Background: an optimization exercise with open tools, aiming at small area, a short achievable clock period and few clock cycles. Do not read the settings as production practice. In this exercise RTL edits were held to simulation tests only and were not proved equivalent to the original. The clock port is modelled as an ideal driver; clocking choices that lean on that would not hold on a real chip. Power is estimated from default activity; no workload was simulated.

## job 4052
==> flow/design.v <==
package l2_wb_types;
    localparam int unsigned ADDR_WIDTH      = 16;
    localparam int unsigned LINE_WIDTH      = 256;
    localparam int unsigned OFFSET_BITS     = 5;
    localparam int unsigned LINE_ADDR_WIDTH = ADDR_WIDTH - OFFSET_BITS;
    typedef logic [ADDR_WIDTH-1:0]      addr_t;
    typedef logic [LINE_WIDTH-1:0]      line_t;
    typedef logic [LINE_ADDR_WIDTH-1:0] lineaddr_t;
    typedef enum logic [1:0] {IDLE, ACK, FWD_READ, DRAIN} wb_state_t;
    function automatic logic [LINE_ADDR_WIDTH-1:0] line_of(input logic [ADDR_WIDTH-1:0] a);
        line_of = a[ADDR_WIDTH-1:OFFSET_BITS];
    endfunction
    function automatic logic [ADDR_WIDTH-1:0] line_base(input logic [LINE_ADDR_WIDTH-1:0] l);
        line_base = {l, {OFFSET_BITS{1'b0}}};
    endfunction
endpackage
module l2_wb_storage (
    input  logic                clk_i,
    input  logic                load_w_i,
    input  logic                load_r_i,
    input  l2_wb_types::line_t  wdata_i,
    input  l2_wb_types::line_t  rdata_i,
    output l2_wb_types::line_t  data_o
);
    l2_wb_types::line_t data_q;
    logic hold;
    assign hold = !(load_w_i || load_r_i);
    always_ff @(posedge clk_i) begin
        data_q <= ({l2_wb_types::LINE_WIDTH{load_w_i}} & wdata_i)
                | ({l2_wb_types::LINE_WIDTH{load_r_i}} & rdata_i)
                | ({l2_wb_types::LINE_WIDTH{hold}}     & data_q);
    end
    assign data_o = data_q;
endmodule
module l2_write_buffer (
    input  logic   clk_i,
    input  logic   rst_i,
    input  logic   l2_read,
    input  logic   l2_write,
    input  l2_wb_types::addr_t  l2_address,
    input  l2_wb_types::line_t  l2_wdata,
    output logic   l2_resp,
    output l2_wb_types::line_t  l2_rdata,
    output logic   pmem_read,
    output logic   pmem_write,
    output l2_wb_types::addr_t  pmem_address,
    output l2_wb_types::line_t  pmem_wdata,
    input  logic   pmem_resp,
    input  l2_wb_types::line_t  pmem_rdata,
    output logic   wb_empty
);
    logic                   resp_q;
    logic                   pmem_read_q;
    logic                   pmem_write_q;
    logic                   dirty_q;       
    logic                   valid_q;       
    logic                   resp_i_q;
    logic                   rd_i_q;        
    logic                   wr_i_q;        
    l2_wb_types::lineaddr_t line_q;        
    l2_wb_types::line_t     data;
    logic hit;
    logic free;      
    logic new_req;   
    logic load_w;
    logic start_rd;
    logic rd_hit;
    logic fill;      
    logic take;      
    logic keep;      
    logic resp_d;
    logic rd_d;
    logic wr_d;
    assign hit      = valid_q && (line_q == l2_wb_types::line_of(l2_address));
    assign free     = !(rd_i_q || wr_i_q) || pmem_resp;
    assign new_req  = !resp_i_q && !rd_i_q;
    assign load_w   = new_req && l2_write && free;
    assign rd_hit   = new_req && l2_read && hit;
    assign start_rd = new_req && l2_read && !hit && free;
    assign fill     = rd_i_q && pmem_resp;
    assign take     = new_req && (l2_read || l2_write) && free;
    assign keep     = resp_i_q || rd_i_q || !(l2_read || l2_write) || (wr_i_q && !pmem_resp);
    assign resp_d   = load_w || rd_hit || fill;
    assign rd_d     = start_rd || (rd_i_q && !pmem_resp);
    assign wr_d     = load_w || (wr_i_q && !pmem_resp);
    l2_wb_storage u_storage (
        .clk_i   (clk_i),
        .load_w_i(load_w),
        .load_r_i(rd_i_q),
        .wdata_i (l2_wdata),
        .rdata_i (pmem_rdata),
        .data_o  (data)
    );
    always_ff @(posedge clk_i or posedge rst_i) begin
        if (rst_i) begin
            resp_q       <= 1'b0;
            pmem_read_q  <= 1'b0;
            pmem_write_q <= 1'b0;
            dirty_q      <= 1'b0;
            valid_q      <= 1'b0;
        end else begin
            resp_q       <= resp_d;
            pmem_read_q  <= rd_d;
            pmem_write_q <= wr_d;
            if (load_w) begin
                dirty_q <= 1'b1;
            end else if (wr_i_q && pmem_resp) begin
                dirty_q <= 1'b0;
            end
            if (load_w || fill) begin
                valid_q <= 1'b1;
            end else if (start_rd) begin
                valid_q <= 1'b0;
            end
        end
    end
    always_ff @(posedge clk_i) begin
        resp_i_q <= !rst_i && resp_d;
        rd_i_q   <= !rst_i && rd_d;
        wr_i_q   <= !rst_i && wr_d;
        line_q <= ({l2_wb_types::LINE_ADDR_WIDTH{take}} & l2_wb_types::line_of(l2_address))
                | ({l2_wb_types::LINE_ADDR_WIDTH{keep}} & line_q);
    end
    assign l2_resp      = resp_q;
    assign l2_rdata     = data;
    assign pmem_read    = pmem_read_q;
    assign pmem_write   = pmem_write_q;
    assign pmem_address = l2_wb_types::line_base(line_q);
    assign pmem_wdata   = data;
    assign wb_empty     = !dirty_q;
endmodule
clock: 5.0 ns
lec_check: 0
cap_margin: 20
core_area: 10 10 290 290
cts_cluster_diameter: 100
cts_cluster_size: 20
die_area: 0 0 300 300
setup_slack_margin: 2.95
slew_margin: 20
standard.sh (not shown) runs the stock make flow with config.mk's settings and CLKGATE_MAP_FILE= SYNTH_SCRIPT=/design/flow/synth_recipe.tcl, a recipe that flattens the netlist after the stock synthesis.
==> flow/flow/run.sh <==
#!/bin/bash
# Standard layout (standard.sh) with: port buffers made from the smallest plain
# buffer, high-fanout nets split into buffer trees before timing repair, the
# pins placed on more metal layers so that the die can be smaller, and the four
# pins of each data bit (l2_wdata, pmem_rdata, l2_rdata, pmem_wdata) kept
# together.
set -euo pipefail
export BUFFER_PORTS_ARGS="-buffer_cell sky130_fd_sc_hd__buf_1"
export PRE_RESIZE_TCL="$PWD/flow/pre_resize.tcl"
pins=""
if [[ -f flow/pins.args ]]; then pins="$(cat flow/pins.args)"; fi
if [[ -f flow/group_bits ]]; then
  for i in $(seq 0 255); do
    pins="$pins -group_pins {l2_wdata[$i] pmem_rdata[$i] l2_rdata[$i] pmem_wdata[$i]}"
  done
fi
export PLACE_PINS_ARGS="$pins"
if [[ -f flow/io_v.txt ]]; then export IO_PLACER_V="$(cat flow/io_v.txt)"; fi
if [[ -f flow/io_h.txt ]]; then export IO_PLACER_H="$(cat flow/io_h.txt)"; fi
if [[ -f flow/post_cts.tcl ]]; then export POST_CTS_TCL="$PWD/flow/post_cts.tcl"; fi
bash standard.sh > standard_flow.log 2>&1
==> flow/flow/group_bits <==
group
==> flow/flow/io_v.txt <==
met2 met4
==> flow/flow/pre_resize.tcl <==
set_max_fanout 16 [current_design]
Per the final summary, job 4052 finished and its layout is clean on timing, DRC and antenna.
Testbench counts of job 4052, summed over its fixed seeds: cycles 25,351.
## Diff of input files: job 3489 against job 4052
Settings: SETUP_SLACK_MARGIN changed from 2.95 to 3.0.
==> flow/flow/run.sh <==
#!/bin/bash
# Standard layout (standard.sh) with: port buffers made from the smallest plain
# buffer, high-fanout nets split into buffer trees before timing repair, and
# the pins placed on more metal layers so that the die can be smaller.
set -euo pipefail
export BUFFER_PORTS_ARGS="-buffer_cell sky130_fd_sc_hd__buf_1"
export PRE_RESIZE_TCL="$PWD/flow/pre_resize.tcl"
if [[ -f flow/pins.args ]]; then export PLACE_PINS_ARGS="$(cat flow/pins.args)"; fi
if [[ -f flow/io_v.txt ]]; then export IO_PLACER_V="$(cat flow/io_v.txt)"; fi
if [[ -f flow/io_h.txt ]]; then export IO_PLACER_H="$(cat flow/io_h.txt)"; fi
if [[ -f flow/post_cts.tcl ]]; then export POST_CTS_TCL="$PWD/flow/post_cts.tcl"; fi
bash standard.sh > standard_flow.log 2>&1
removed: flow/flow/group_bits
Results
- On HPWL after detailed placement: between job 4052 and job 3489, it ends up lower for job 4052.
- Job 3489: number of nets in the final layout 33 above job 4052
- The run showing the smaller slack of the critical path is job 4052.
- For the leakage power of the design, job 3489 came in 0.00057 uW higher than job 4052 did.
- Of the two values seen for endpoint of the most critical setup path, u_storage.data_q[60] was produced by job 4052 and u_storage.data_q[113] by job 3489.
- Total routing resource utilization after global routing on job 3489 is up relative to job 4052.
Changes in job 4941 relative to job 3489:
Settings: swapping 10 10 290 290 for 10 10 250 250 in CORE_AREA; swapping 3.0 for 2.87 in SETUP_SLACK_MARGIN; swapping 0 0 300 300 for 0 0 260 260 in DIE_AREA.
==> flow/flow/run.sh <==
#!/bin/bash
# Standard layout (standard.sh) with: port buffers made from the smallest plain
# buffer, high-fanout nets split into buffer trees before timing repair, the
# pins placed on more metal layers so that the die can be smaller, and the four
# pins of each data bit (l2_wdata, pmem_rdata, l2_rdata, pmem_wdata) kept
# together.
set -euo pipefail
export BUFFER_PORTS_ARGS="-buffer_cell sky130_fd_sc_hd__buf_1"
export PRE_RESIZE_TCL="$PWD/flow/pre_resize.tcl"
pins=""
if [[ -f flow/pins.args ]]; then pins="$(cat flow/pins.args)"; fi
if [[ -f flow/group_bits ]]; then
  for i in $(seq 0 255); do
    pins="$pins -group_pins {l2_wdata[$i] pmem_rdata[$i] l2_rdata[$i] pmem_wdata[$i]}"
  done
fi
export PLACE_PINS_ARGS="$pins"
if [[ -f flow/io_v.txt ]]; then export IO_PLACER_V="$(cat flow/io_v.txt)"; fi
if [[ -f flow/io_h.txt ]]; then export IO_PLACER_H="$(cat flow/io_h.txt)"; fi
if [[ -f flow/post_cts.tcl ]]; then export POST_CTS_TCL="$PWD/flow/post_cts.tcl"; fi
bash standard.sh > standard_flow.log 2>&1
==> flow/flow/group_bits (new file) <==
group
==> flow/flow/pre_resize.tcl <==
# no fanout limit
Findings:
- Job 4941 leaves more setup margin than job 3489.
- Utilization: job 4941 vs job 3489 down 1.1 points
- When job 4941 is measured against job 3489, its length in cells of the worst reg-to-reg path turns out 7 lower.
- Taking job 4941 as 1.0, job 3489 lands at 1.3 on number of filler instances in the final layout.
- The worst setup path endpoint comes out u_storage.data_q[113] in one run and wb_empty in the other, namely in job 3489 and job 4941 respectively.
- Going from job 3489 to job 4941, signed area change from the synthesized netlist to the final layout went down 53 points, via count decreased by 16% relative to the old numbers.
[inputs] job 2259 vs job 4941
Settings: SETUP_SLACK_MARGIN now 2.6, was 2.87; CORE_AREA now 10 10 290 290, was 10 10 250 250; DIE_AREA now 0 0 300 300, was 0 0 260 260.
==> flow/flow/run.sh <==
#!/bin/bash
# Standard layout (standard.sh) with: port buffers made from the smallest plain
# buffer, high-fanout nets split into buffer trees before timing repair, and
# the pins placed on more metal layers so that the die can be smaller.
set -euo pipefail
export BUFFER_PORTS_ARGS="-buffer_cell sky130_fd_sc_hd__buf_1"
export PRE_RESIZE_TCL="$PWD/flow/pre_resize.tcl"
if [[ -f flow/pins.args ]]; then export PLACE_PINS_ARGS="$(cat flow/pins.args)"; fi
if [[ -f flow/io_v.txt ]]; then export IO_PLACER_V="$(cat flow/io_v.txt)"; fi
if [[ -f flow/io_h.txt ]]; then export IO_PLACER_H="$(cat flow/io_h.txt)"; fi
if [[ -f flow/post_cts.tcl ]]; then export POST_CTS_TCL="$PWD/flow/post_cts.tcl"; fi
bash standard.sh > standard_flow.log 2>&1
==> flow/flow/pre_resize.tcl <==
set_max_fanout 16 [current_design]
removed: flow/flow/group_bits
Notes after the runs:
A capturing instance or port of the critical path of u_storage.data_q[166] is what job 2259 shows, while wb_empty belongs to job 4941. [job 2259] non-clock buffer count rose about 5% relative to job 4941. For the fraction of power consumed by the clock network, job 2259 came in 1.2 points higher than job 4941 did. Critical path depth | job 2259 above job 4941. As of job 2259, die area had risen by more than a quarter compared to job 4941. Going from job 4941 to job 2259, the top achievable clock speed was found to have gone down by about 11%. On clock period minus final worst setup slack, the lower figure sits with job 4941, not job 2259. Compared job 2259 vs job 4941, and clock latency at the later pin of the worst-skew pair is up in job 2259. [job 2259 vs job 4941] first-pass GRT wire length: higher in job 2259.
For job 5611, these inputs were changed with respect to job 2259:
Settings: SETUP_SLACK_MARGIN now 2.8, was 2.6.
==> flow/flow/run.sh <==
#!/bin/bash
# Standard layout (standard.sh) with: port buffers made from the smallest plain
# buffer, high-fanout nets split into buffer trees before timing repair, the
# pins placed on more metal layers so that the die can be smaller, and the four
# pins of each data bit (l2_wdata, pmem_rdata, l2_rdata, pmem_wdata) kept
# together, and no delay cells used as buffers by the repair steps.
set -euo pipefail
export BUFFER_PORTS_ARGS="-buffer_cell sky130_fd_sc_hd__buf_1"
export PRE_RESIZE_TCL="$PWD/flow/pre_resize.tcl"
pins=""
if [[ -f flow/pins.args ]]; then pins="$(cat flow/pins.args)"; fi
if [[ -f flow/group_bits ]]; then
  for i in $(seq 0 255); do
    pins="$pins -group_pins {l2_wdata[$i] pmem_rdata[$i] l2_rdata[$i] pmem_wdata[$i]}"
  done
fi
export PLACE_PINS_ARGS="$pins"
if [[ -f flow/io_v.txt ]]; then export IO_PLACER_V="$(cat flow/io_v.txt)"; fi
if [[ -f flow/io_h.txt ]]; then export IO_PLACER_H="$(cat flow/io_h.txt)"; fi
if [[ -f flow/post_cts.tcl ]]; then export POST_CTS_TCL="$PWD/flow/post_cts.tcl"; fi
if [[ -f flow/no_delay_cells.tcl ]]; then
  for step in FLOORPLAN GLOBAL_PLACE CTS GLOBAL_ROUTE REPAIR_TIMING_POST_PLACE DETAIL_PLACE; do
    export PRE_${step}_TCL="$PWD/flow/no_delay_cells.tcl"
  done
fi
bash standard.sh > standard_flow.log 2>&1
==> flow/flow/group_bits (new file) <==
group
==> flow/flow/no_delay_cells.tcl (new file) <==
# Keep timing and design repair from using delay cells as buffers.
set_dont_use [get_lib_cells {sky130_fd_sc_hd__clkdlybuf4s* sky130_fd_sc_hd__dlygate* sky130_fd_sc_hd__dlymetal* sky130_fd_sc_hd__dlybuf*}]
==> flow/flow/pre_resize.tcl <==
source [file join [file dirname [info script]] no_delay_cells.tcl]
Notes after the runs:
Job 5611: no failed stages, no open violations at the end. Job 5611 vs. job 2259: power went down by 630 uW. Between job 2259 and job 5611, the flow reports number of ordinary and repair buffers in the finished layout decreasing by a few percent. Wire length delta (job 5611 − job 2259): favourable. In the metrics for job 2259 and job 5611, the one carrying the lower number of standard cells in the layout, taps in and fillers out is job 5611. A type of the setup path with the least slack of reg2out is what job 5611 shows, while in2reg belongs to job 2259. Compared with job 2259, job 5611 improves switching component of the power. | register share of the cell area | job 5611 vs job 2259 | 1.2 points higher |. A start point of the critical path of dirty_q is what job 5611 shows, while pmem_resp belongs to job 2259. Min combinational cell fraction of total power across job 2259 and job 5611: job 5611. Summary of the comparison: global-route wire length before repair is lower in job 5611, relative to job 2259. Standby leakage power (job 5611 over job 2259): decrease, 0.00034 uW. Between job 2259 and job 5611, the difference in clock power is negligible. Diff job 2259 -> job 5611 | number of antenna violations at the first check in global routing | decrease of 13.

[port drivers added, routing unchanged]
In the flow no input, the clock included, has a driving cell. The finished layouts below were timed again as built, in two steps.
Step 1 (the two cells are an assumption about what drives the block):
set clk [get_ports {clk_i}]
set_driving_cell -lib_cell sky130_fd_sc_hd__clkbuf_16 $clk
set_driving_cell -lib_cell sky130_fd_sc_hd__buf_2 [delete_from_list [all_inputs] $clk]
Step 2 also shifts input and output timing later by t, the mid clock arrival at the registers, as if the neighbouring blocks saw the same clock.
a / b / c = no drivers / after step 1 / after step 2; a / b = the first two.
run	shift t [ns]	setup WS [ns]	worst setup path at the end	slew at the worst register clock pin (ns)
job 4052	0.575	2.750 / 2.703 / 2.128	input to register	0.09 / 0.09
job 3489	0.607	2.774 / 2.775 / 2.167	input to register	0.09 / 0.09
job 4941	0.556	2.888 / 2.839 / 2.384	input to register	0.08 / 0.08
job 2259	0.592	2.630 / 2.602 / 2.059	input to register	0.09 / 0.09
job 5611	0.595	2.859 / 2.799 / 2.259	input to register	0.09 / 0.09
After both steps every run listed still meets setup and hold. The setup slack of job 4052, which loses most, moves by -0.047 ns with the drivers and by -0.622 ns with both steps.
